What follows belongs to an exercise in optimizing a design on an open flow for small area and a short achievable clock period; a production flow would make more cautious choices.
RTL that was checked went through simulation tests only; none was proved equivalent to the original.
Function not checked in runs 1, 2 and 5: the RTL went through the layout flow alone.
No activity file was given, so power comes from the tool's default toggle rates.

### design/flow/config.mk
export PLATFORM = sky130hd
export DESIGN_NAME = fifo_flags
export DESIGN_NICKNAME = fifo_flags
export VERILOG_FILES = /design/flow/design.v
export SDC_FILE = /design/flow/constraint.sdc
export NUM_CORES = 4
export LEC_CHECK = 0
export ABC_CLOCK_PERIOD_IN_PS = 2000
export CAP_MARGIN = 20
export CORE_MARGIN = 2
export CORE_UTILIZATION = 40
export SETUP_SLACK_MARGIN = 3.5
export SLEW_MARGIN = 20
export SYNTH_HIERARCHICAL = 1
### design/flow/constraint.sdc
create_clock -name core_clock -period 5.5 [get_ports {clk}]
set_input_delay 1.1000 -clock core_clock [delete_from_list [all_inputs] [get_ports {clk}]]
set_output_delay 1.1000 -clock core_clock [all_outputs]
set_load 0.01 [all_outputs]
### design/flow/design.v
package fifo_flags_pkg;
  localparam int DEFAULT_WIDTH = 8;
  localparam int DEFAULT_NUM   = 256;
  function automatic int cnt_bits(input int num);
    cnt_bits = $clog2(num + 1);
  endfunction
  function automatic int ptr_bits(input int num);
    ptr_bits = (num < 2) ? 1 : $clog2(num);
  endfunction
endpackage
module fifo_g_sel8 (
  input  logic [7:0] s,
  input  logic [7:0] d,
  output logic       y
);
  assign y = |(s & d);
endmodule
module fifo_g_nand4 (
  input  logic a, b, c, d,
  output logic y
);
  assign y = ~(a & b & c & d);
endmodule
module fifo_g_oai21 (
  input  logic a, b, c,
  output logic y
);
  assign y = ~((a | b) & c);
endmodule
module fifo_g_nor4 (
  input  logic a, b, c, d,
  output logic y
);
  assign y = ~(a | b | c | d);
endmodule
module fifo_ptr_wrap (
  input  logic [15:0] col_sel,
  input  logic        row_sel,
  input  logic [15:0] d,
  output logic        qn
);
  logic [1:0] p;
  for (genvar i = 0; i < 2; i++) begin : g_half
    fifo_g_sel8 u_sel (.s(col_sel[8*i +: 8]), .d(d[8*i +: 8]), .y(p[i]));
  end
  fifo_g_oai21 u_row (.a(p[0]), .b(p[1]), .c(row_sel), .y(qn));
endmodule
module fifo_rows_nand (
  input  logic [15:0] qn,
  output logic        yn
);
  logic [3:0] o;
  for (genvar i = 0; i < 4; i++) begin : g_quad
    fifo_g_nand4 u_nand (.a(qn[4*i]), .b(qn[4*i+1]), .c(qn[4*i+2]), .d(qn[4*i+3]), .y(o[i]));
  end
  fifo_g_nor4 u_nor (.a(o[0]), .b(o[1]), .c(o[2]), .d(o[3]), .y(yn));
endmodule
module fifo_flags #(
  parameter int WIDTH    = fifo_flags_pkg::DEFAULT_WIDTH,
  parameter int NUM      = fifo_flags_pkg::DEFAULT_NUM,
  parameter int AF_LEVEL = NUM - 4,
  parameter int AE_LEVEL = 4
) (
  input  logic                     clk,
  input  logic                     reset_n,
  input  logic [WIDTH-1:0]         write_data,
  input  logic                     write_strobe,
  input  logic                     read_strobe,
  output logic [WIDTH-1:0]         read_data,
  output logic                     data_available,
  output logic                     full,
  output logic                     almost_full,
  output logic                     almost_empty,
  output logic [fifo_flags_pkg::cnt_bits(NUM)-1:0] count,
  output logic                     overflow,
  output logic                     underflow,
  input  logic                     err_clear
);
  localparam int CW = fifo_flags_pkg::cnt_bits(NUM);
  localparam int PW = fifo_flags_pkg::ptr_bits(NUM);
  localparam int SD = NUM - 1;             
  localparam int HW = 1 << (PW / 2);       
  localparam int LW = 1 << (PW - PW / 2);  
  logic [WIDTH-1:0] sr [SD];
  logic [WIDTH-1:0] head;
  logic [WIDTH-1:0] pend;
  logic             pend_v;
  logic [HW-1:0]    ra_hi;
  logic [LW-1:0]    ra_lo;
  logic             sr_empty;    
  logic c_0, c_1, c_m1, c_le_ae_m1, c_ae, c_ae_p1, c_af_m1, c_af, c_ge_af_p1;
  assign c_0        = ~data_available;
  assign c_1        = data_available & sr_empty & ~pend_v;
  assign c_m1       = (count == CW'(NUM - 1));
  assign c_le_ae_m1 = (count <= CW'(AE_LEVEL - 1));
  assign c_ae       = (count == CW'(AE_LEVEL));
  assign c_ae_p1    = (count == CW'(AE_LEVEL + 1));
  assign c_af_m1    = (count == CW'(AF_LEVEL - 1));
  assign c_af       = (count == CW'(AF_LEVEL));
  assign c_ge_af_p1 = (count >= CW'(AF_LEVEL + 1));
  logic [CW-1:0] cnt_up, cnt_dn;
  always_comb begin
    logic all1, all0;
    all1 = 1'b1;
    all0 = 1'b1;
    for (int i = 0; i < CW; i++) begin
      cnt_up[i] = count[i] ^ all1;
      cnt_dn[i] = count[i] ^ all0;
      all1 = all1 & count[i];
      all0 = all0 & ~count[i];
    end
  end
  logic rd_acc, wr_acc, inc, dec;
  assign rd_acc = read_strobe & data_available;
  assign wr_acc = write_strobe & (~full | read_strobe);
  assign inc    = wr_acc & ~rd_acc;
  assign dec    = rd_acc & ~wr_acc;
  always_ff @(posedge clk) begin
    pend <= write_data;
    if (pend_v) begin
      sr[0] <= pend;
      for (int i = 1; i < SD; i++) sr[i] <= sr[i-1];
    end
  end
  logic [WIDTH-1:0] sr_out;
  for (genvar b = 0; b < WIDTH; b++) begin : g_bit
    logic [HW-1:0] row_qn;
    for (genvar r = 0; r < HW; r++) begin : g_row
      logic [LW-1:0] d;
      for (genvar c = 0; c < LW; c++) begin : g_col
        if (r * LW + c < SD) begin : g_used
          assign d[c] = sr[r*LW+c][b];
        end else begin : g_unused
          assign d[c] = 1'b0;
        end
      end
      fifo_ptr_wrap u_row (
        .col_sel (ra_lo),
        .row_sel (ra_hi[r]),
        .d       (d),
        .qn      (row_qn[r])
      );
    end
    logic yn;
    fifo_rows_nand u_rows (
      .qn (row_qn),
      .yn (yn)
    );
    assign sr_out[b] = ~yn;
  end
  always_ff @(posedge clk) begin
    if ((c_0 & write_strobe) | (c_1 & read_strobe)) head <= write_data;
    else if (read_strobe & ~sr_empty)                head <= sr_out;
    else if (read_strobe & sr_empty & pend_v)        head <= pend;
  end
  assign read_data = head;
  always_ff @(posedge clk or negedge reset_n) begin
    if (!reset_n) begin
      pend_v   <= 1'b0;
      ra_hi    <= HW'(1) << (HW - 1);
      ra_lo    <= LW'(1) << (LW - 1);
      sr_empty <= 1'b1;
    end else begin
      pend_v <= write_strobe & data_available & (~full | read_strobe) & ~(read_strobe & c_1);
      if (pend_v & ~read_strobe) begin
        ra_lo    <= {ra_lo[LW-2:0], ra_lo[LW-1]};
        if (ra_lo[LW-1]) ra_hi <= {ra_hi[HW-2:0], ra_hi[HW-1]};
        sr_empty <= 1'b0;
      end else if (~pend_v & read_strobe & ~sr_empty) begin
        ra_lo    <= {ra_lo[0], ra_lo[LW-1:1]};
        if (ra_lo[0]) ra_hi <= {ra_hi[0], ra_hi[HW-1:1]};
        sr_empty <= ra_hi[0] & ra_lo[0];
      end
    end
  end
  always_ff @(posedge clk or negedge reset_n) begin
    if (!reset_n) begin
      count          <= '0;
      data_available <= 1'b0;
      full           <= 1'b0;
      almost_full    <= 1'b0;
      almost_empty   <= 1'b1;
    end else begin
      if (inc) count <= cnt_up;
      else if (dec) count <= cnt_dn;
      data_available <= ~(~write_strobe & (c_0 | (c_1 & read_strobe)));
      full           <= (full & ~dec) | (c_m1 & inc);
      almost_full    <= c_ge_af_p1 | (c_af & ~dec) | (c_af_m1 & inc);
      almost_empty   <= c_le_ae_m1 | (c_ae & ~inc) | (c_ae_p1 & dec);
    end
  end
  always_ff @(posedge clk or negedge reset_n) begin
    if (!reset_n) begin
      overflow  <= 1'b0;
      underflow <= 1'b0;
    end else if (err_clear) begin
      overflow  <= 1'b0;
      underflow <= 1'b0;
    end else begin
      if (write_strobe & ~wr_acc) overflow  <= 1'b1;
      if (read_strobe & ~rd_acc)  underflow <= 1'b1;
    end
  end
endmodule
### design/flow/run.sh
#!/bin/bash
# synth_recipe.tcl (not shown) runs the flow's synth.tcl, then flattens the netlist and writes it again
# the make line also repeats each setting of config.mk as NAME=value (left out here)
make -C /OpenROAD-flow-scripts/flow DESIGN_CONFIG=/design/flow/config.mk WORK_HOME=/design/flow/orfs CLKGATE_MAP_FILE= SYNTH_SCRIPT=/design/flow/synth_recipe.tcl finish
==> results of run 1 <==
==> report_power, final <==
part | leakage [µW] | total (µW) | internal, µW | switching, µW
logic | 0.00537 | 13800 | 5150 | 8640
registers | 0.0151 | 19600 | 19100 | 554
clock network | 0.00321 | 13900 | 7830 | 6040
==> synthesized netlist by cell type (all sizes together) <==
master	number	area (µm²)
a31oi	2	27.5
or3	2	12.5
o31ai	1	7.51
conb	1	3.75
o21ai	171	856
a32oi	1	27.5
and4	2	17.5
nand4	289	1810
ha	2	25.0
nor2	10	37.5
a22oi	1026	7710
nand2b	6	37.5
nor3b	1	7.51
dfstp	4	105
nor2b	5	31.3
dfxtp	8	160
inv	7	26.3
nand2	40	150
a211oi	2	15.0
xor2	7	61.3
a21oi	10	65.1
mux2i	32	320
dfrtp	45	1130
mux2	8	90.1
edfxtp	2048	61500
nand3	2	10.0
clkbuf	2	7.51
buf	13	81.3
o32ai	2	25.0
xnor2	4	35.0
nor4	10	128
o21bai	1	7.51
==> sequential cells by signal, indices dropped and copies added (netlist names) <==
register        cells
underflow           1
almost_full         1
sr               2040
pend                8
overflow            1
almost_empty        1
head                8
count               9
ra_hi              16
ra_lo              16
pend_v              1
data_available      1
sr_empty            1
full                1
==> final timing paths <==
path                         endpoint  slack (ns)  depth (start not counted)
max in group asynchronous    ra_lo[8]        4.52                          2
hold / removal               count[5]        0.40                          2
min in group core_clock    sr[226][6]        0.42                          0
hold reg to reg            sr[226][6]        0.42                          0
setup / recovery              head[4]        2.33                          9
setup reg to reg              head[4]        2.33                          9
==> routing by layer <==
metal / global-route usage / up-vias / part of all wire
li1: - / 17440 / -
met1: 0.295 / 21732 / 0.42
met2: 0.297 / 2322 / 0.45
met3: 0.0390 / 316 / 0.10
met4: 0.0624 / 2 / 0.026
met5: 0 / - / 0.000066
==> modules after synthesis (local to each module, per instance), excerpt <==
module / cell area, µm² / times used / cells inside
fifo_g_nor4: 12.5 / 8 / 1
fifo_g_nand4: 6.26 / 32 / 1
fifo_g_oai21: 5.00 / 128 / 1
fifo_flags: 64300 / 1 / 2316
fifo_g_sel8: 36.3 / 256 / 5
==> worst max-delay path, cell delays in order (launching register included) <==
cell and delay [ns]:
dfrtp_4 0.51, buf_12 0.17, buf_16 0.18, a22oi_1 0.16
nand4_1 0.19, o21ai_2 0.20, nand4_1 0.40, nor4_4 0.65
o21ai_1 0.12, mux2_4 0.29
==> final cells by class <==
cell class	instances	area (µm²)
Multi-Input combinational cell	1644	11900
Inverter	7	26.3
Clock inverter	132	1280
Antenna cell	4	10.0
Timing Repair Buffer	250	3790
Sequential cell	2105	63000
Fill cell	15222	96900
Clock buffer	244	5270
Tap cell	2480	3100
==> cells in the final DEF (no fill, tap or decap), types with 13 or more instances in the layout <==
cell,count
a22oi_2,34
a22oi_1,992
clkinv_1,48
clkinv_2,44
buf_2,13
dfrtp_1,23
nand2_1,40
o21ai_2,23
bufbuf_16,13
buf_4,79
buf_6,35
o21ai_1,143
clkbuf_16,210
buf_12,53
mux2i_1,32
dfrtp_4,16
bufinv_16,21
clkbuf_1,37
nand4_1,289
buf_16,31
edfxtp_1,2048
==> stage by stage <==
step           cells  cell area [µm²]  power, µW   util  setup WS (ns)
2_1_floorplan   3771            74600      28400      -         -11.37
3_3_place_gp    6345            78700      30700  0.425           1.46
3_5_place_dp    6345            78700      30900  0.425           1.47
4_1_cts         6839            87700      46800  0.473           2.37
5_1_grt         6863            88400      48900  0.477           2.37
6_report        6866            88400      47300  0.477           2.33
==> cells by family after synthesis <==
| kind of cell | share of synthesized area |
|---|---|
| AND/OR/NAND/NOR | 0.0301 |
| other | 0.0000503 |
| buffers and inverters | 0.00154 |
| AO/OA/AOI/OAI | 0.117 |
| multiplexers | 0.00551 |
| flip-flops | 0.844 |
| XOR/XNOR | 0.00129 |
| adder cells (fa/ha/maj) | 0.000336 |
==> repair_timing <==
| action | CTS | global route |
|---|---|---|
| pin swaps | 46 | 70 |
| cloned | 19 | 7 |
| resized for setup | 259 | 81 |
| endpoints found under the hold margin | 0 | 0 |
| buffers inserted | 99 | 16 |
| setup endpoints to repair | 2077 | 158 |
| hold buffers | 0 | 0 |
==> results.py, run 1 <==
metrics = {
    "status": {
        "outcome": "finished clean",
    },
    "routing": {
        "ant_nets": 0,
        "route.detailed.drc": 0,
        "wirelength_um": 197000,
        "drt-initial-drc-count": 6162,
        "first_pass_iters": 5,
        "via_per_inst": 6.09,
        "wl_per_cell_um": 28.7,
        "vias": 41812,
    },
    "timing": {
        "hold-worst-slack_ns": 0.403,
        "worstMarginPinSlew_ns": 1.20,
        "setup_viol": 0,
        "fin_crit_sh": 0.575,
        "finalMaxSlewViolations": 0,
        "hold_viol_final": 0,
        "max_slew_margin": 0.203,
        "fin_crit_ns": 3.17,
        "rsz0062_at_grt": "true",
        "clock_skew_ns": 0.0501,
        "fmax_mhz": 316,
        "fin_tns_setup_ns": 0,
    },
    "clock_network": {
        "htree_levels": 4,
        "clockRootBuffer": "clkbuf_16",
        "cts_max_path_buffers": 3,
        "clock_latency_ns": 0.82,
        "numCtsBuffers": 202,
        "clk_pin_slew_ns": 0.06,
        "cts.sinks": 2105,
        "cts_tree": "yes",
    },
    "synth": {
        "syn_inst": 3764,
        "synth-seq-cells": 2105,
        "ys_warn_count": 8,
        "syn-cell-area_mm2": 0.0745,
        "seq_area_frac_synth": 0.844,
        "synth_cell_types": 42,
        "syn_area_per_cell_um2": 19.8,
    },
    "power": {
        "p_leak_uw": 0.0237,
        "peakVddDrop_uv": 408,
        "power_per_cell_area_mw_per_mm2": 535,
    },
    "global_routing": {
        "grt_pass1_vias": 40786,
        "overflow": 0,
        "grt_max_degree": 131,
        "grt_pass1_wl_um": 282000,
        "antenna_found_initial": 2,
        "grtUsageTotal": 0.199,
    },
    "run": {
        "drv_cap": 0,
    },
    "floorplan": {
        "rows": 158,
        "dieHeight_um": 436,
        "start_util": 0.402,
        "dieArea_mm2": 0.190,
        "die_w_um": 436,
        "core_area_mm2": 0.185,
        "io_pins": 36,
    },
    "setup_path": {
        "cp_max_fo": 18,
        "end_kind": "register",
        "worstReg2RegStart": "ra_lo[14]",
        "cp.arrival_ns": 3.74,
        "worstSetupStartpoint": "ra_lo[14]",
        "crit_required_ns": 6.07,
        "path_class": "register to register",
        "cp-start-kind": "register",
    },
    "finish": {
        "area_delta_synth_final_pct": 18.6,
        "fin_nets": 4225,
        "drive_above_1_share": 0.146,
    },
    "placed_design": {
        "gp_congestion": 0.783,
        "port_buffers": 35,
        "hpwl_um": 93800,
    },
    "worst_hold_path": {
        "hp-class": "input port to asynchronous set/reset pin",
    },
}
==> run 2: changes to the inputs <==
--- a/design/flow/config.mk
+++ b/design/flow/config.mk
@@ -9,6 +9,7 @@
 export CAP_MARGIN = 20
 export CORE_MARGIN = 2
 export CORE_UTILIZATION = 40
+export CTS_BUF_LIST = sky130_fd_sc_hd__clkbuf_4 sky130_fd_sc_hd__clkbuf_8
 export SETUP_SLACK_MARGIN = 3.5
 export SLEW_MARGIN = 20
 export SYNTH_HIERARCHICAL = 1
==> run 2 against run 1 <==
Against the previous run:
- utilization hardly changed
- synthesized cell count unchanged
- first-iteration DRC count shrank 0.73%
- clock skew grew 0.049 ns
- cell count increased by 3.2%
- wire length increased by 2.2%
- maximum frequency increased by 0.60%
- clock-buffer cell count up 223
- die area unchanged
- worst hold slack worse by 0.21 ns
- global-route usage increased by 0.48 points
- via count up 2.7%
- critical path type unchanged
==> results.py, run 2 <==
metrics = {
    "setup_path": {
        "crit_required_ns": 6.24,
        "cp-start-kind": "register",
        "cp.arrival_ns": 3.89,
        "endpoint": "head[7]",
        "cpMostUsedCell": "nand4_1",
        "cp_max_fo": 22,
        "slowest_delay_ns": 0.51,
        "worstSetupStartpoint": "ra_lo[14]",
        "reg2reg_slack_ns": 2.35,
        "path_buf_inv": 2,
        "worstPathCellList": "buf_8, bufbuf_16, a22oi_1, nand4_1, o21ai_1, nand4_1, nor4_4, o21ai_0, mux2_4",
        "r2r-end": "head[7]",
        "path_class": "register to register",
        "reg2regPathDepth": 9,
        "worstReg2RegStart": "ra_lo[14]",
        "slowest_stage": "dfrtp_4",
        "path_delay_family": "simple AND/OR/NAND/NOR gates",
        "worst-path-stages": 9,
        "end_kind": "register",
    },
    "synth": {
        "dominantRegCellSynth": "edfxtp_1",
        "syn-cell-area_mm2": 0.0745,
        "synth.area.top_cells": "edfxtp_1, a22oi_1, nand4_1",
        "synth_most_common_cell": "edfxtp_1",
        "synth-seq-cells": 2105,
        "yosys.area.top_type_share": 0.825,
        "syn_area_per_cell_um2": 19.8,
        "synth_cell_types": 42,
        "yosysTopAreaCell": "edfxtp_1",
        "netlist_top_cells_count": "edfxtp_1, a22oi_1, nand4_1, o21ai_1, dfrtp_1",
        "seq_area_frac_synth": 0.844,
        "ys_warn_count": 8,
        "synthArstFlopShare": 0.0233,
        "synth_enable_flop_cells": 2048,
        "syn_inst": 3764,
    },
    "global_routing": {
        "overflow": 0,
        "grtUsageTotal": 0.204,
        "antenna_found_initial": 7,
        "grt_pass1_wl_um": 289000,
        "grt_pass1_vias": 42401,
        "grt_max_degree": 131,
    },
    "timing": {
        "fmax_mhz": 318,
        "fin_tns_setup_ns": 0,
        "finalMaxSlewViolations": 0,
        "hold_viol_final": 0,
        "hold-worst-slack_ns": 0.191,
        "layout_setup_ws_ns": 2.35,
        "clock_skew_ns": 0.0995,
        "fin_crit_ns": 3.15,
        "setup_viol": 0,
        "rsz0062_at_grt": "true",
        "max_slew_margin": 0.237,
        "worstMarginPinSlew_ns": 1.15,
        "fin_crit_sh": 0.572,
    },
    "finish": {
        "largest_register": "sr",
        "drive_above_1_share": 0.189,
        "regArea_mm2": 0.0630,
        "fillers": 15323,
        "final_util": 0.477,
        "fin_nets": 4375,
        "largest_reg_flops": 2040,
        "top_regs": "sr x2040, ra_hi x16, ra_lo x16",
        "multi_input_area_mm2": 0.0120,
        "mostFrequentLayoutCell": "edfxtp_1",
        "area_delta_synth_final_pct": 18.6,
        "final_cell_mix": "edfxtp_1, a22oi_1, clkbuf_8, nand4_1, o21ai_1",
    },
    "floorplan": {
        "core_area_mm2": 0.185,
        "start_util": 0.402,
        "dieHeight_um": 436,
        "dieArea_mm2": 0.190,
        "die_w_um": 436,
        "io_pins": 36,
        "rows": 158,
    },
    "power": {
        "fin_total_pwr_uw": 46600,
        "p_leak_uw": 0.0240,
        "peakVddDrop_uv": 358,
        "power_per_cell_area_mw_per_mm2": 528,
    },
    "clock_network": {
        "clockRootBuffer": "clkbuf_8",
        "clk_pin_slew_ns": 0.06,
        "clock_latency_ns": 1.02,
        "hold_buffers": 0,
        "cts_max_path_buffers": 4,
        "cts_tree": "yes",
        "numCtsBuffers": 346,
        "cts.sinks": 2105,
        "htree_levels": 5,
    },
    "routing": {
        "first_pass_iters": 6,
        "vias": 42948,
        "wl_per_cell_um": 28.4,
        "via_per_inst": 6.06,
        "drt-initial-drc-count": 6117,
        "wirelength_um": 201000,
        "ant_nets": 0,
        "route.detailed.drc": 0,
    },
    "status": {
        "outcome": "finished clean",
    },
    "placed_design": {
        "gp_congestion": 0.783,
        "hpwl_um": 93800,
        "pre_cts_ws_ns": 1.47,
        "port_buffers": 35,
    },
    "worst_hold_path": {
        "hp-class": "input port to asynchronous set/reset pin",
    },
    "run": {
        "drv_cap": 0,
    },
}
-- run 2: where the power goes --
part / switching [µW] / total, µW / internal [µW]
registers: 556 / 19600 / 19100
logic: 8720 / 13900 / 5140
clock network: 6130 / 13200 / 7020
total: 15400 / 46600 / 31200
-- run 2: repair_timing --
item | CTS | global route
setup buffers | 105 | 11
endpoints found under the hold margin | 0 | 0
setup endpoints to repair | 2077 | 412
pin swaps | 42 | 43
resized for setup | 249 | 90
gates cloned | 23 | 8
-- run 2: how the worst min path moves through the flow --
stage	to
after floorplan	sr[0][0]
after global placement	sr[11][1]
after detailed placement	sr[78][1]
after CTS	underflow
after global routing	count[5]
final	count[5]
-- run 2: worst register-to-register path: stages (launching register included) --
cell,delay (ns)
dfrtp_4,0.51
buf_8,0.21
bufbuf_16,0.37
a22oi_1,0.19
nand4_1,0.12
o21ai_1,0.20
nand4_1,0.44
nor4_4,0.41
o21ai_0,0.14
mux2_4,0.28
-- run 2: layout make-up --
cell class | instances | area share
clock buffer | 467 | 0.0655
timing repair buffer | 253 | 0.0437
tap | 2480 | 0.0351
multi-input combinational | 1647 | 0.135
sequential | 2105 | 0.712
clock inverter | 123 | 0.00766
antenna | 7 | 0.000198
inverter | 7 | 0.000297
-- run 2: logic make-up after synthesis --
logic type,after synthesis,synth area share
adder cells (fa/ha/maj),2,0.000336
other,1,0.0000503
multiplexers,40,0.00551
XOR/XNOR,11,0.00129
flip-flops,2105,0.844
buffers and inverters,22,0.00154
AO/OA/AOI/OAI,1216,0.117
AND/OR/NAND/NOR,367,0.0301
-- run 2: modules after synthesis (local to each module, per instance), a selection --
module | cell area (µm²) | times used | cells | flops+latches
fifo_g_oai21 | 5.00 | 128 | 1 | 0
fifo_flags | 64300 | 1 | 2316 | 2105
fifo_g_sel8 | 36.3 | 256 | 5 | 0
fifo_g_nand4 | 6.26 | 32 | 1 | 0
fifo_g_nor4 | 12.5 | 8 | 1 | 0
-- run 2: metrics by stage --
step | area (µm²) | instances
2_1_floorplan | 74600 | 3771
3_3_place_gp | 78700 | 6345
3_5_place_dp | 78700 | 6345
4_1_cts | 87700 | 7063
5_1_grt | 88400 | 7086
6_report | 88400 | 7089
-- run 2: layer usage --
metal / vias to the layer above / GRT usage / share of wire
li1: 17776 / - / -
met1: 22155 / 0.297 / 0.41
met2: 2581 / 0.301 / 0.45
met3: 432 / 0.0473 / 0.11
met4: 4 / 0.0710 / 0.029
met5: - / 0 / 0.00011
==> run 3: changes to the inputs <==
--- a/design/flow/design.v
+++ b/design/flow/design.v
@@ -27,11 +27,17 @@
 );
   assign y = ~((a | b) & c);
 endmodule
-module fifo_g_nor4 (
-  input  logic a, b, c, d,
-  output logic y
-);
-  assign y = ~(a | b | c | d);
+module fifo_g_nor2 (
+  input  logic a, b,
+  output logic y
+);
+  assign y = ~(a | b);
+endmodule
+module fifo_g_nand2 (
+  input  logic a, b,
+  output logic y
+);
+  assign y = ~(a & b);
 endmodule
 module fifo_ptr_wrap (
   input  logic [15:0] col_sel,
@@ -47,13 +53,17 @@
 endmodule
 module fifo_rows_nand (
   input  logic [15:0] qn,
-  output logic        yn
+  output logic        y
 );
   logic [3:0] o;
+  logic [1:0] on;
   for (genvar i = 0; i < 4; i++) begin : g_quad
     fifo_g_nand4 u_nand (.a(qn[4*i]), .b(qn[4*i+1]), .c(qn[4*i+2]), .d(qn[4*i+3]), .y(o[i]));
   end
-  fifo_g_nor4 u_nor (.a(o[0]), .b(o[1]), .c(o[2]), .d(o[3]), .y(yn));
+  for (genvar i = 0; i < 2; i++) begin : g_half
+    fifo_g_nor2 u_nor (.a(o[2*i]), .b(o[2*i+1]), .y(on[i]));
+  end
+  fifo_g_nand2 u_out (.a(on[0]), .b(on[1]), .y(y));
 endmodule
 module fifo_flags #(
   parameter int WIDTH    = fifo_flags_pkg::DEFAULT_WIDTH,
@@ -141,12 +151,10 @@
         .qn      (row_qn[r])
       );
     end
-    logic yn;
     fifo_rows_nand u_rows (
       .qn (row_qn),
-      .yn (yn)
+      .y  (sr_out[b])
     );
-    assign sr_out[b] = ~yn;
   end
   always_ff @(posedge clk) begin
     if ((c_0 & write_strobe) | (c_1 & read_strobe)) head <= write_data;
--- a/design/flow/config.mk
+++ b/design/flow/config.mk
@@ -8,8 +8,10 @@
 export ABC_CLOCK_PERIOD_IN_PS = 2000
 export CAP_MARGIN = 20
 export CORE_MARGIN = 2
-export CORE_UTILIZATION = 40
-export CTS_BUF_LIST = sky130_fd_sc_hd__clkbuf_4 sky130_fd_sc_hd__clkbuf_8
-export SETUP_SLACK_MARGIN = 3.5
+export CORE_UTILIZATION = 60
+export CTS_CLUSTER_DIAMETER = 100
+export CTS_CLUSTER_SIZE = 30
+export SETUP_SLACK_MARGIN = 3.2
 export SLEW_MARGIN = 20
 export SYNTH_HIERARCHICAL = 1
+export TNS_END_PERCENT = 5
==> run 3 against run 2 <==
Against the previous run:
- sequential power about the same
- cell area decreased by 5.5%
- sequential share of layout area increased by 4.2 points
- utilization increased by 20 points
- clock skew decreased by 0.067 ns
- cell count decreased by 18%
- die area decreased by 33%
- critical endpoint is now head[6]
- largest cell class unchanged
- highest routed layer unchanged
==> results.py, run 3 <==
metrics = {
    "status": {
        "outcome": "finished clean",
    },
    "timing": {
        "rsz0062_at_grt": "true",
        "max_slew_margin": 0.240,
        "finalMaxSlewViolations": 0,
        "clock_skew_ns": 0.0323,
        "setup_viol": 0,
        "worstMarginPinSlew_ns": 1.14,
        "fin_tns_setup_ns": 0,
        "fmax_mhz": 355,
        "hold-worst-slack_ns": 0.435,
        "fin_crit_ns": 2.82,
        "fin_crit_sh": 0.512,
        "hold_viol_final": 0,
    },
    "finish": {
        "drive_above_1_share": 0.115,
        "top_regs": "sr x2040, ra_hi x16, ra_lo x16",
        "mostFrequentLayoutCell": "edfxtp_1",
        "largest_register": "sr",
        "largest_reg_flops": 2040,
        "multi_input_area_mm2": 0.0119,
        "final_cell_mix": "edfxtp_1, a22oi_1, nand4_1, o21ai_1, buf_4",
        "area_delta_synth_final_pct": 12.1,
        "fillers": 7938,
        "regArea_mm2": 0.0630,
        "fin_nets": 4139,
    },
    "setup_path": {
        "end_kind": "register",
        "worstPathCellList": "buf_12, buf_12, a22oi_2, nand4_1, o21ai_2, nand4_1, nor2_4, nand2_4, mux2i_1, o21ai_1",
        "slowest_stage": "dfrtp_4",
        "worst-path-stages": 10,
        "cp-start-kind": "register",
        "reg2regPathDepth": 10,
        "path_buf_inv": 2,
        "path_delay_family": "simple AND/OR/NAND/NOR gates",
        "crit_required_ns": 5.95,
        "cp_max_fo": 8,
        "path_class": "register to register",
        "slowest_delay_ns": 0.59,
        "cp.arrival_ns": 3.27,
    },
    "routing": {
        "route.detailed.drc": 0,
        "ant_nets": 0,
        "drt-initial-drc-count": 6599,
        "vias": 41849,
        "first_pass_iters": 6,
        "wl_per_cell_um": 34.6,
        "wirelength_um": 201000,
        "via_per_inst": 7.21,
    },
    "clock_network": {
        "cts.sinks": 2105,
        "cts_max_path_buffers": 3,
        "htree_levels": 3,
        "clock_latency_ns": 0.71,
        "hold_buffers": 0,
        "numCtsBuffers": 80,
        "cts_tree": "yes",
        "clk_pin_slew_ns": 0.12,
        "clockRootBuffer": "clkbuf_16",
    },
    "synth": {
        "seq_area_frac_synth": 0.844,
        "yosys.area.top_type_share": 0.826,
        "ys_warn_count": 8,
        "yosysTopAreaCell": "edfxtp_1",
        "synth-seq-cells": 2105,
        "netlist_top_cells_count": "edfxtp_1, a22oi_1, nand4_1, o21ai_1, nand2_1",
        "synthArstFlopShare": 0.0233,
        "dominantRegCellSynth": "edfxtp_1",
        "syn_inst": 3780,
        "synth_most_common_cell": "edfxtp_1",
        "synth_enable_flop_cells": 2048,
        "syn-cell-area_mm2": 0.0745,
        "synth_cell_types": 42,
        "synth.area.top_cells": "edfxtp_1, a22oi_1, nand4_1",
        "syn_area_per_cell_um2": 19.7,
    },
    "placed_design": {
        "gp_congestion": 0.811,
        "port_buffers": 35,
        "hpwl_um": 96200,
    },
    "global_routing": {
        "grtUsageTotal": 0.314,
        "grt_pass1_vias": 41157,
        "antenna_found_initial": 8,
        "overflow": 0,
        "grt_max_degree": 192,
        "grt_pass1_wl_um": 288000,
    },
    "floorplan": {
        "start_util": 0.603,
        "io_pins": 36,
        "rows": 129,
        "dieHeight_um": 356,
        "core_area_mm2": 0.123,
        "dieArea_mm2": 0.127,
        "die_w_um": 356,
    },
    "run": {
        "drv_cap": 0,
    },
    "worst_hold_path": {
        "hp-class": "register to register",
        "hold-path-cell-count": 0,
    },
    "power": {
        "peakVddDrop_uv": 463,
        "power_per_cell_area_mw_per_mm2": 502,
        "p_leak_uw": 0.0218,
        "fin_total_pwr_uw": 41900,
    },
}
run 3: Yosys stat by module (local to each module, per instance), excerpt:
module,cell area (µm²),flops+latches
fifo_g_sel8,36.3,0
fifo_g_oai21,5.00,0
fifo_g_nand4,6.26,0
fifo_g_nand2,3.75,0
fifo_g_nor2,3.75,0
fifo_flags,64300,2105
run 3: per-stage QoR:
step            util  cell area [µm²]  instances  setup slack (ns)
2_1_floorplan      -            74600       3787            -11.28
5_1_grt        0.676            83500       5800              2.63
3_3_place_gp   0.630            77800       5526              1.68
3_5_place_dp   0.630            77800       5526              1.63
4_1_cts        0.674            83200       5789              2.80
6_report       0.676            83500       5801              2.68
run 3: layer usage:
layer / routed length (µm) / global-route usage / vias to the layer above / share of wire
li1: - / - / 17094 / -
met1: 76300 / 0.451 / 21686 / 0.38
met2: 94500 / 0.494 / 2680 / 0.47
met3: 22300 / 0.0597 / 385 / 0.11
met4: 7540 / 0.103 / 4 / 0.038
met5: 23 / 0 / - / 0.00011
run 3: kinds of logic (layout without fill, tap and decap cells):
kind of cell | Yosys count | in the layout | synth area share
adders and majority gates | 2 | 2 | 0.000336
DFF | 2105 | 2105 | 0.844
and+or+nand+nor | 382 | 382 | 0.0299
muxes | 40 | 40 | 0.00537
xor gates and xnor gates | 11 | 11 | 0.00129
other | 1 | 11 | 0.0000503
AOI/OAI and AO/OA | 1216 | 1216 | 0.117
buffers and inverters | 23 | 397 | 0.00185
run 3: final timing paths:
kind / startpoint / end / slack [ns]
min: sr[89][6] / sr[90][6] / 0.43
min in group asynchronous: reset_n / pend_v / 0.52
max: ra_lo[1] / head[6] / 2.68
min reg2reg: sr[89][6] / sr[90][6] / 0.43
max in group asynchronous: reset_n / ra_lo[7] / 4.38
max reg2reg: ra_lo[1] / head[6] / 2.68
run 3: worst register-to-register path: cells and delay by family (launching register included):
family,cells,cell delay [ns]
and+or+nand+nor,4,1.04
DFF,1,0.59
AOI/OAI and AO/OA,3,0.46
buffers and inverters,2,0.31
muxes,1,0.16
run 3: power by group:
group	total (µW)	switching, µW	internal (µW)	leakage (µW)
Combinational	14700	8960	5720	0.00559
Clock	7520	4620	2890	0.00110
Sequential	19700	676	19100	0.0151
Total	41900	14300	27700	0.0218
run 3: area by class of cell:
cell class,count,area share
clock buffers,116,0.0269
clock inverters,3,0.000569
flip-flops and latches,2105,0.754
well taps,1637,0.0245
repair buffers,271,0.0506
inverters,7,0.000315
multi-input cells,1659,0.143
diodes,3,0.0000899
run 3: what timing repair did:
item / 4_1_cts / 5_1_grt
gates cloned: 32 / 1
setup endpoints to repair: 1162 / 1438
pin swaps: 97 / 55
setup buffers: 112 / 8
gates resized for setup: 307 / 44
==> run 4: changes to the inputs <==
--- a/design/flow/config.mk
+++ b/design/flow/config.mk
@@ -8,7 +8,7 @@
 export ABC_CLOCK_PERIOD_IN_PS = 2000
 export CAP_MARGIN = 20
 export CORE_MARGIN = 2
-export CORE_UTILIZATION = 60
+export CORE_UTILIZATION = 40
 export CTS_CLUSTER_DIAMETER = 100
 export CTS_CLUSTER_SIZE = 30
 export SETUP_SLACK_MARGIN = 3.2
==> run 4 against run 3 <==
Against the previous run:
- non-clock buffer count decreased by 25
- worst setup slack improved by 0.13 ns
- via count is 1.7% lower
- still clean
- global-route usage shrank 12 points
- highest routed layer unchanged
- largest cell class unchanged
- sequential share of layout area shrank 0.50 points
- maximum frequency is 4.9% higher
- cell count is 14% higher
==> results.py, run 4 <==
metrics = {
    "status": {
        "outcome": "finished clean",
    },
    "clock_network": {
        "cts_tree": "yes",
        "clock_latency_ns": 0.74,
        "cts_max_path_buffers": 3,
        "clk_pin_slew_ns": 0.12,
        "clockRootBuffer": "clkbuf_16",
        "cts.sinks": 2105,
        "htree_levels": 3,
        "numCtsBuffers": 80,
    },
    "routing": {
        "wirelength_um": 192000,
        "vias": 41157,
        "ant_nets": 0,
        "route.detailed.drc": 0,
        "drt-initial-drc-count": 6188,
        "wl_per_cell_um": 29.0,
        "first_pass_iters": 6,
        "via_per_inst": 6.21,
    },
    "power": {
        "peakVddDrop_uv": 370,
        "fin_total_pwr_uw": 41200,
        "power_per_cell_area_mw_per_mm2": 491,
        "p_leak_uw": 0.0215,
    },
    "setup_path": {
        "path_class": "register to register",
        "cpMostUsedCell": "nand4_1",
        "cp-start-kind": "register",
        "cp.arrival_ns": 3.16,
        "slowest_delay_ns": 0.59,
        "worstPathCellList": "buf_4, buf_12, a22oi_1, nand4_1, o21ai_2, nand4_1, nor2_2, nand2_2, mux2i_1, o21ai_1",
        "cp_max_fo": 40,
        "crit_required_ns": 5.97,
        "end_kind": "register",
        "slowest_stage": "dfrtp_4",
        "path_delay_family": "simple AND/OR/NAND/NOR gates",
        "path_buf_inv": 2,
    },
    "synth": {
        "synthAdderAreaFrac": 0.000336,
        "syn_area_per_cell_um2": 19.7,
        "synth.area.top_cells": "edfxtp_1, a22oi_1, nand4_1",
        "syn-cell-area_mm2": 0.0745,
        "synth_top_family_by_area": "compound AO/OA/AOI/OAI gates",
        "syn_inst": 3780,
        "synth_cell_types": 42,
        "yosysTopAreaCell": "edfxtp_1",
        "synth_compound_area_frac": 0.117,
        "synth_xor_area_frac": 0.00129,
        "ys_warn_count": 8,
        "yosys.area_share.simple": 0.0299,
        "netlist_top_cells_count": "edfxtp_1, a22oi_1, nand4_1, o21ai_1, nand2_1",
        "dominantRegCellSynth": "edfxtp_1",
        "synth_most_common_cell": "edfxtp_1",
        "yosys.area.top_type_share": 0.826,
        "synth_mux_area_frac": 0.00537,
        "synthArstFlopShare": 0.0233,
        "seq_area_frac_synth": 0.844,
        "synth-seq-cells": 2105,
        "synth_enable_flop_cells": 2048,
    },
    "floorplan": {
        "core_area_mm2": 0.185,
        "rows": 158,
        "io_pins": 36,
        "die_w_um": 436,
        "dieHeight_um": 436,
        "dieArea_mm2": 0.190,
        "start_util": 0.402,
    },
    "finish": {
        "largest_reg_flops": 2040,
        "fin_nets": 4115,
        "fin_cells": 6628,
        "drive_above_1_share": 0.104,
        "top_regs": "sr x2040, ra_hi x16, ra_lo x16",
        "largest_register": "sr",
        "area_delta_synth_final_pct": 12.9,
        "final_cell_mix": "edfxtp_1, a22oi_1, nand4_1, o21ai_1, clkbuf_16",
        "fillers": 15650,
        "mostFrequentLayoutCell": "edfxtp_1",
    },
    "timing": {
        "worstMarginPinSlew_ns": 1.15,
        "hold-worst-slack_ns": 0.446,
        "max_slew_margin": 0.231,
        "finalMaxSlewViolations": 0,
        "fin_tns_setup_ns": 0,
        "fin_crit_sh": 0.488,
        "fmax_mhz": 372,
        "clock_skew_ns": 0.0359,
        "hold_viol_final": 0,
        "setup_viol": 0,
        "fin_crit_ns": 2.69,
        "rsz0062_at_grt": "true",
    },
    "placed_design": {
        "dp.cells": 6348,
        "gp_congestion": 0.739,
        "port_buffers": 35,
        "hpwl_um": 86400,
    },
    "global_routing": {
        "overflow": 0,
        "grt_pass1_vias": 38594,
        "grt_pass1_wl_um": 268000,
        "antenna_found_initial": 3,
        "grt_max_degree": 189,
        "grtUsageTotal": 0.190,
    },
    "worst_hold_path": {
        "hp-class": "register to register",
    },
    "run": {
        "drv_cap": 0,
    },
}
==> run 4: changes by cell type in the layout (fill, tap and decap cells not counted), moves of 11 or more <==
cell / change
buf_12: +11
buf_4: -17
bufbuf_16: -25
clkbuf_16: +13
o21ai_1: +12
o21ai_2: -11
==> run 4: path summary, 6_finish.rpt <==
path	startpoint	to	slack (ns)	depth (start not counted)
max	ra_lo[5]	head[2]	2.81	10
min	sr[8][7]	sr[9][7]	0.45	0
max reg2reg	ra_lo[5]	head[2]	2.81	10
min reg2reg	sr[8][7]	sr[9][7]	0.45	0
max in group asynchronous	reset_n	ra_lo[10]	4.49	2
min in group asynchronous	reset_n	count[6]	0.48	2
==> run 4: cell type report <==
class	instances	area [µm²]	share of cell area
well taps	2480	3100	0.0369
inverters	7	26.3	0.000313
multi-input cells	1660	11900	0.141
repair buffers	246	3750	0.0447
flip-flops and latches	2105	63000	0.749
diodes	1	2.50	0.0000298
clock inverters	6	103	0.00122
clock buffers	123	2250	0.0267
==> run 4: power by group <==
| part | internal [µW] | leakage, µW | switching (µW) | total (µW) |
|---|---|---|---|---|
| combinational | 5210 | 0.00529 | 8730 | 13900 |
| clock | 2980 | 0.00113 | 4660 | 7640 |
| sequential | 19100 | 0.0151 | 602 | 19700 |
==> run 4: metrics by stage <==
stage | util | instance area (µm²) | setup WS (ns)
floorplan | - | 74600 | -11.28
global placement | 0.425 | 78700 | 1.85
detailed placement | 0.425 | 78700 | 1.85
CTS | 0.448 | 83000 | 2.86
global route | 0.454 | 84100 | 2.74
finish | 0.454 | 84100 | 2.81
==> run 4: cells by family after synthesis <==
| family | Yosys count |
|---|---|
| other | 1 |
| and+or+nand+nor | 382 |
| AOI/OAI and AO/OA | 1216 |
| xor gates and xnor gates | 11 |
| buffers and inverters | 23 |
| DFF | 2105 |
| adders and majority gates | 2 |
| muxes | 40 |
==> run 4: layer usage <==
| metal | vias to the layer above | GRT usage | share of wire |
|---|---|---|---|
| met5 | - | 0 | 0.000057 |
| met1 | 21582 | 0.283 | 0.41 |
| met4 | 2 | 0.0429 | 0.021 |
| met2 | 2314 | 0.287 | 0.46 |
| li1 | 17045 | - | - |
| met3 | 214 | 0.0408 | 0.11 |
==> run 4: per-module statistics from Yosys, one instance, submodules excluded, a selection <==
module / area [µm²] / times used / flip-flops and latches / cells inside
fifo_g_oai21: 5.00 / 128 / 0 / 1
fifo_flags: 64300 / 1 / 2105 / 2316
fifo_g_nor2: 3.75 / 16 / 0 / 1
fifo_g_nand4: 6.26 / 32 / 0 / 1
fifo_g_sel8: 36.3 / 256 / 0 / 5
fifo_g_nand2: 3.75 / 8 / 0 / 1
==> run 4: repair_timing <==
item,in CTS,in global routing
pin swaps,29,80
gates cloned,13,17
gates resized for setup,207,86
setup buffers,91,29
setup endpoints to repair,1807,1418
hold buffers,0,0
==> run 5: changes to the inputs <==
--- a/design/flow/design.v
+++ b/design/flow/design.v
@@ -21,12 +21,6 @@
 );
   assign y = ~(a & b & c & d);
 endmodule
-module fifo_g_oai21 (
-  input  logic a, b, c,
-  output logic y
-);
-  assign y = ~((a | b) & c);
-endmodule
 module fifo_g_nor2 (
   input  logic a, b,
   output logic y
@@ -40,30 +34,31 @@
   assign y = ~(a & b);
 endmodule
 module fifo_ptr_wrap (
-  input  logic [15:0] col_sel,
-  input  logic        row_sel,
-  input  logic [15:0] d,
-  output logic        qn
-);
-  logic [1:0] p;
-  for (genvar i = 0; i < 2; i++) begin : g_half
-    fifo_g_sel8 u_sel (.s(col_sel[8*i +: 8]), .d(d[8*i +: 8]), .y(p[i]));
-  end
-  fifo_g_oai21 u_row (.a(p[0]), .b(p[1]), .c(row_sel), .y(qn));
-endmodule
-module fifo_rows_nand (
-  input  logic [15:0] qn,
-  output logic        y
-);
-  logic [3:0] o;
-  logic [1:0] on;
-  for (genvar i = 0; i < 4; i++) begin : g_quad
-    fifo_g_nand4 u_nand (.a(qn[4*i]), .b(qn[4*i+1]), .c(qn[4*i+2]), .d(qn[4*i+3]), .y(o[i]));
-  end
-  for (genvar i = 0; i < 2; i++) begin : g_half
-    fifo_g_nor2 u_nor (.a(o[2*i]), .b(o[2*i+1]), .y(on[i]));
-  end
-  fifo_g_nand2 u_out (.a(on[0]), .b(on[1]), .y(y));
+  input  logic [255:0] sel,
+  input  logic [255:0] d,
+  output logic         yn
+);
+  logic [31:0] p;    
+  logic [15:0] q;    
+  logic [7:0]  r;    
+  logic [3:0]  s;    
+  logic [1:0]  t;    
+  for (genvar i = 0; i < 32; i++) begin : g_p
+    fifo_g_sel8 u (.s(sel[8*i +: 8]), .d(d[8*i +: 8]), .y(p[i]));
+  end
+  for (genvar i = 0; i < 16; i++) begin : g_q
+    fifo_g_nor2 u (.a(p[2*i]), .b(p[2*i+1]), .y(q[i]));
+  end
+  for (genvar i = 0; i < 8; i++) begin : g_r
+    fifo_g_nand2 u (.a(q[2*i]), .b(q[2*i+1]), .y(r[i]));
+  end
+  for (genvar i = 0; i < 4; i++) begin : g_s
+    fifo_g_nor2 u (.a(r[2*i]), .b(r[2*i+1]), .y(s[i]));
+  end
+  for (genvar i = 0; i < 2; i++) begin : g_t
+    fifo_g_nand2 u (.a(s[2*i]), .b(s[2*i+1]), .y(t[i]));
+  end
+  fifo_g_nor2 u_y (.a(t[0]), .b(t[1]), .y(yn));
 endmodule
 module fifo_flags #(
   parameter int WIDTH    = fifo_flags_pkg::DEFAULT_WIDTH,
@@ -95,8 +90,8 @@
   logic [WIDTH-1:0] head;
   logic [WIDTH-1:0] pend;
   logic             pend_v;
-  logic [HW-1:0]    ra_hi;
-  logic [LW-1:0]    ra_lo;
+  logic [HW-1:0]    ra_hi_n;
+  logic [LW-1:0]    ra_lo_n;
   logic             sr_empty;    
   logic c_0, c_1, c_m1, c_le_ae_m1, c_ae, c_ae_p1, c_af_m1, c_af, c_ge_af_p1;
   assign c_0        = ~data_available;
@@ -132,29 +127,23 @@
       for (int i = 1; i < SD; i++) sr[i] <= sr[i-1];
     end
   end
+  logic [HW*LW-1:0] rsel;
   logic [WIDTH-1:0] sr_out;
+  for (genvar i = 0; i < HW * LW; i++) begin : g_sel
+    fifo_g_nor2 u_dec (.a(ra_hi_n[i / LW]), .b(ra_lo_n[i % LW]), .y(rsel[i]));
+  end
   for (genvar b = 0; b < WIDTH; b++) begin : g_bit
-    logic [HW-1:0] row_qn;
-    for (genvar r = 0; r < HW; r++) begin : g_row
-      logic [LW-1:0] d;
-      for (genvar c = 0; c < LW; c++) begin : g_col
-        if (r * LW + c < SD) begin : g_used
-          assign d[c] = sr[r*LW+c][b];
-        end else begin : g_unused
-          assign d[c] = 1'b0;
-        end
+    logic [HW*LW-1:0] d;
+    logic             yn;
+    for (genvar i = 0; i < HW * LW; i++) begin : g_ent
+      if (i < SD) begin : g_used
+        assign d[i] = sr[i][b];
+      end else begin : g_unused
+        assign d[i] = 1'b0;
       end
-      fifo_ptr_wrap u_row (
-        .col_sel (ra_lo),
-        .row_sel (ra_hi[r]),
-        .d       (d),
-        .qn      (row_qn[r])
-      );
-    end
-    fifo_rows_nand u_rows (
-      .qn (row_qn),
-      .y  (sr_out[b])
-    );
+    end
+    fifo_ptr_wrap u_rd (.sel(rsel), .d(d), .yn(yn));
+    assign sr_out[b] = ~yn;
   end
   always_ff @(posedge clk) begin
     if ((c_0 & write_strobe) | (c_1 & read_strobe)) head <= write_data;
@@ -165,19 +154,19 @@
   always_ff @(posedge clk or negedge reset_n) begin
     if (!reset_n) begin
       pend_v   <= 1'b0;
-      ra_hi    <= HW'(1) << (HW - 1);
-      ra_lo    <= LW'(1) << (LW - 1);
+      ra_hi_n  <= ~(HW'(1) << (HW - 1));
+      ra_lo_n  <= ~(LW'(1) << (LW - 1));
       sr_empty <= 1'b1;
     end else begin
       pend_v <= write_strobe & data_available & (~full | read_strobe) & ~(read_strobe & c_1);
       if (pend_v & ~read_strobe) begin
-        ra_lo    <= {ra_lo[LW-2:0], ra_lo[LW-1]};
-        if (ra_lo[LW-1]) ra_hi <= {ra_hi[HW-2:0], ra_hi[HW-1]};
+        ra_lo_n  <= {ra_lo_n[LW-2:0], ra_lo_n[LW-1]};
+        if (!ra_lo_n[LW-1]) ra_hi_n <= {ra_hi_n[HW-2:0], ra_hi_n[HW-1]};
         sr_empty <= 1'b0;
       end else if (~pend_v & read_strobe & ~sr_empty) begin
-        ra_lo    <= {ra_lo[0], ra_lo[LW-1:1]};
-        if (ra_lo[0]) ra_hi <= {ra_hi[0], ra_hi[HW-1:1]};
-        sr_empty <= ra_hi[0] & ra_lo[0];
+        ra_lo_n  <= {ra_lo_n[0], ra_lo_n[LW-1:1]};
+        if (!ra_lo_n[0]) ra_hi_n <= {ra_hi_n[0], ra_hi_n[HW-1:1]};
+        sr_empty <= ~ra_hi_n[0] & ~ra_lo_n[0];
       end
     end
   end
==> run 5 against run 4 <==
Against the previous run:
- clock skew rose by 0.0046 ns
- cell area rose by 1.4%
- still clean on timing, DRC and antenna
- die area rose by 1.2%
==> results.py, run 5 <==
metrics = {
    "status": {
        "outcome": "finished clean",
    },
    "synth": {
        "netlist_top_cells_count": "edfxtp_1, a22oi_1, nor2_1, nand4_1, nand2_1",
        "ys_warn_count": 8,
        "syn_inst": 4114,
        "synth.area.top_cells": "edfxtp_1, a22oi_1, nor2_1",
        "yosysTopAreaCell": "edfxtp_1",
        "synth_most_common_cell": "edfxtp_1",
        "syn-cell-area_mm2": 0.0754,
        "syn_area_per_cell_um2": 18.3,
        "seq_area_frac_synth": 0.835,
        "synth-seq-cells": 2105,
        "synthArstFlopShare": 0.0233,
        "synth_cell_types": 36,
        "yosys.area.top_type_share": 0.816,
        "dominantRegCellSynth": "edfxtp_1",
        "synth_enable_flop_cells": 2048,
    },
    "finish": {
        "final_cell_mix": "edfxtp_1, a22oi_1, nand4_1, nor2_2, nor2_1",
        "drive_above_1_share": 0.170,
        "final_util": 0.455,
        "mostFrequentLayoutCell": "edfxtp_1",
        "fin_nets": 4432,
        "largest_register": "sr",
        "diodes": 0,
        "top_regs": "sr x2040, ra_hi_n x16, ra_lo_n x16",
        "largest_reg_flops": 2040,
        "area_delta_synth_final_pct": 13.1,
    },
    "routing": {
        "via_per_inst": 5.83,
        "wl_per_cell_um": 25.4,
        "wirelength_um": 176000,
        "route.detailed.drc": 0,
        "drt-initial-drc-count": 5297,
        "first_pass_iters": 6,
        "vias": 40524,
        "ant_nets": 0,
    },
    "timing": {
        "rsz0062_at_grt": "true",
        "worstMarginPinSlew_ns": 1.12,
        "clock_skew_ns": 0.0405,
        "hold_viol_final": 0,
        "fmax_mhz": 369,
        "max_slew_margin": 0.250,
        "setup_viol": 0,
        "fin_tns_setup_ns": 0,
        "fin_crit_sh": 0.493,
        "finalMaxSlewViolations": 0,
        "fin_crit_ns": 2.71,
    },
    "clock_network": {
        "cts_tree": "yes",
        "numCtsBuffers": 81,
        "clockRootBuffer": "clkbuf_16",
        "clk_pin_slew_ns": 0.12,
        "cts_max_path_buffers": 3,
        "hold_buffers": 0,
        "htree_levels": 3,
        "clock_latency_ns": 0.75,
        "cts.sinks": 2105,
    },
    "global_routing": {
        "grt_pass1_wl_um": 258000,
        "antenna_found_initial": 2,
        "grt_pass1_vias": 39253,
        "grt_max_degree": 199,
        "overflow": 0,
        "grtUsageTotal": 0.177,
    },
    "setup_path": {
        "r2r-end": "head[6]",
        "reg2regPathDepth": 13,
        "crit_required_ns": 5.97,
        "worstReg2RegStart": "ra_lo_n[13]",
        "path_class": "register to register",
        "cp_max_fo": 8,
        "worstPathCellList": "buf_12, buf_12, nor2_4, a22oi_1, nand4_1, nor2_1, nand2_1, nor2_2, nand2_1, nor2_4, nor2_2, a21oi_2, a21oi_1",
        "path_delay_family": "simple AND/OR/NAND/NOR gates",
        "reg2reg_slack_ns": 2.79,
        "path_buf_inv": 2,
        "cp-start-kind": "register",
        "cp.arrival_ns": 3.18,
        "slowest_stage": "dfstp_4",
        "end_kind": "register",
        "slowest_delay_ns": 0.71,
    },
    "power": {
        "p_leak_uw": 0.0211,
        "power_per_cell_area_mw_per_mm2": 395,
        "peakVddDrop_uv": 251,
    },
    "placed_design": {
        "hpwl_um": 108000,
        "gp_congestion": 0.816,
        "port_buffers": 35,
    },
    "floorplan": {
        "dieHeight_um": 438,
        "dieArea_mm2": 0.192,
        "die_w_um": 438,
        "rows": 159,
        "core_area_mm2": 0.187,
        "io_pins": 36,
        "start_util": 0.402,
    },
    "run": {
        "drv_cap": 0,
    },
    "worst_hold_path": {
        "holdPathEnd": "sr[26][6]",
        "hp-class": "register to register",
        "hold-path-cell-count": 0,
        "min_from": "sr[25][6]",
    },
}
==> run 5: cell types whose count changed after synthesis, moves of 18 or more <==
| cell | delta |
|---|---|
| nor2_1 | +426 |
| o21ai_0 | -18 |
| nand2_1 | +80 |
| dfrtp_1 | -28 |
| dfstp_2 | +28 |
| mux2i_1 | -21 |
| nand4_1 | -32 |
| o21ai_1 | -130 |
==> run 5: layer usage <==
| layer | global-route usage | vias up | routed length, µm |
|---|---|---|---|
| met2 | 0.269 | 1523 | 81900 |
| met3 | 0.0266 | 209 | 12900 |
| li1 | - | 17826 | - |
| met5 | 0 | - | 0 |
| met4 | 0.0491 | 0 | 5070 |
| met1 | 0.265 | 20966 | 76600 |
==> run 5: report_power, final <==
| group | leakage [µW] | switching [µW] | internal (µW) |
|---|---|---|---|
| clock | 0.00109 | 4660 | 2830 |
| sequential | 0.0148 | 454 | 18600 |
| combinational | 0.00521 | 5140 | 1970 |
==> run 5: Yosys stat by module (local to each module, per instance), a selection <==
module / copies in the design / cell area [µm²] / flip-flops and latches / cells
fifo_flags: 1 / 64200 / 2105 / 2330
fifo_g_nor2: 424 / 3.75 / 0 / 1
fifo_g_sel8: 256 / 36.3 / 0 / 5
fifo_g_nand2: 80 / 3.75 / 0 / 1
==> run 5: logic make-up (layout without fill, tap and decap cells) <==
kind of cell | after synthesis | after routing | synth area share
muxes | 19 | 19 | 0.00252
AOI/OAI and AO/OA | 1090 | 1090 | 0.107
DFF | 2105 | 2105 | 0.835
xor gates and xnor gates | 11 | 11 | 0.00128
other | 1 | 8 | 0.0000498
and+or+nand+nor | 861 | 861 | 0.0525
buffers and inverters | 25 | 359 | 0.00139
adders and majority gates | 2 | 2 | 0.000332
==> run 5: how the worst max path moves through the flow <==
stage	from	endpoint	slack, ns	depth (start not counted)
after global routing	ra_hi_n[11]	head[1]	2.69	12
after detailed placement	read_strobe	count[6]	1.46	8
after CTS	almost_full	almost_full	2.82	1
final	ra_lo_n[13]	head[6]	2.79	13
after floorplan	pend_v	head[0]	-9.46	5
after global placement	read_strobe	count[6]	1.42	8
==> run 5: area by class of cell <==
type,instances,area [µm²]
clock inverters,7,97.6
clock buffers,114,2170
fillers,15956,102000
repair buffers,232,2820
well taps,2495,3120
inverters,6,22.5
multi-input cells,1991,13900
flip-flops and latches,2105,63100
==> run 5: stage by stage <==
stage / cells / setup slack [ns] / total power (µW) / instance area [µm²] / hold slack, ns
floorplan: 4121 / -9.46 / 23600 / 75400 / 0.409
global placement: 6666 / 1.42 / 25100 / 79200 / 0.422
detailed placement: 6666 / 1.46 / 25200 / 79200 / 0.419
CTS: 6913 / 2.82 / 33700 / 84500 / 0.431
global route: 6950 / 2.69 / 34800 / 85200 / 0.443
finish: 6950 / 2.79 / 33700 / 85200 / 0.440
==> run 5: repair_timing <==
item | 4_1_cts | 5_1_grt
gates cloned | 6 | 2
resized for setup | 623 | 82
pin swaps | 179 | 53
buffers inserted | 120 | 35
setup endpoints to repair | 1516 | 1536

==> re-timing with driven ports <==
How much do the figures lean on ideal ports? The routed layouts below were timed once more, with nothing changed but the port constraints. Step 1 assumes that a clkbuf_16 drives the clock port and a buf_2 every other input. Step 2 also shifts input and output timing later by t, the mid clock arrival at the registers, as if the neighbouring blocks saw the same clock. a / b / c = ideal ports / drivers / drivers and shift; a / b = the first two.
run | t (ns) | setup slack, ns | hold WS [ns] | worst setup path after step 2
run 1 | 0.883 | 2.335 / 2.335 / 2.335 | 0.403 / 0.342 / 0.419 | register to register
run 2 | 1.052 | 2.354 / 2.354 / 2.354 | 0.191 / 0.141 / 0.401 | register to register
run 3 | 0.770 | 2.682 / 2.682 / 2.344 | 0.435 / 0.435 / 0.435 | input to register
run 4 | 0.795 | 2.814 / 2.814 / 2.405 | 0.446 / 0.426 / 0.446 | input to register
run 5 | 0.806 | 2.790 / 2.782 / 2.490 | 0.440 / 0.440 / 0.440 | input to register
After both steps setup and hold are still met in every run listed. For run 4, which loses most, drivers alone change the setup slack by 0.000 ns; drivers and shift together by -0.409 ns.
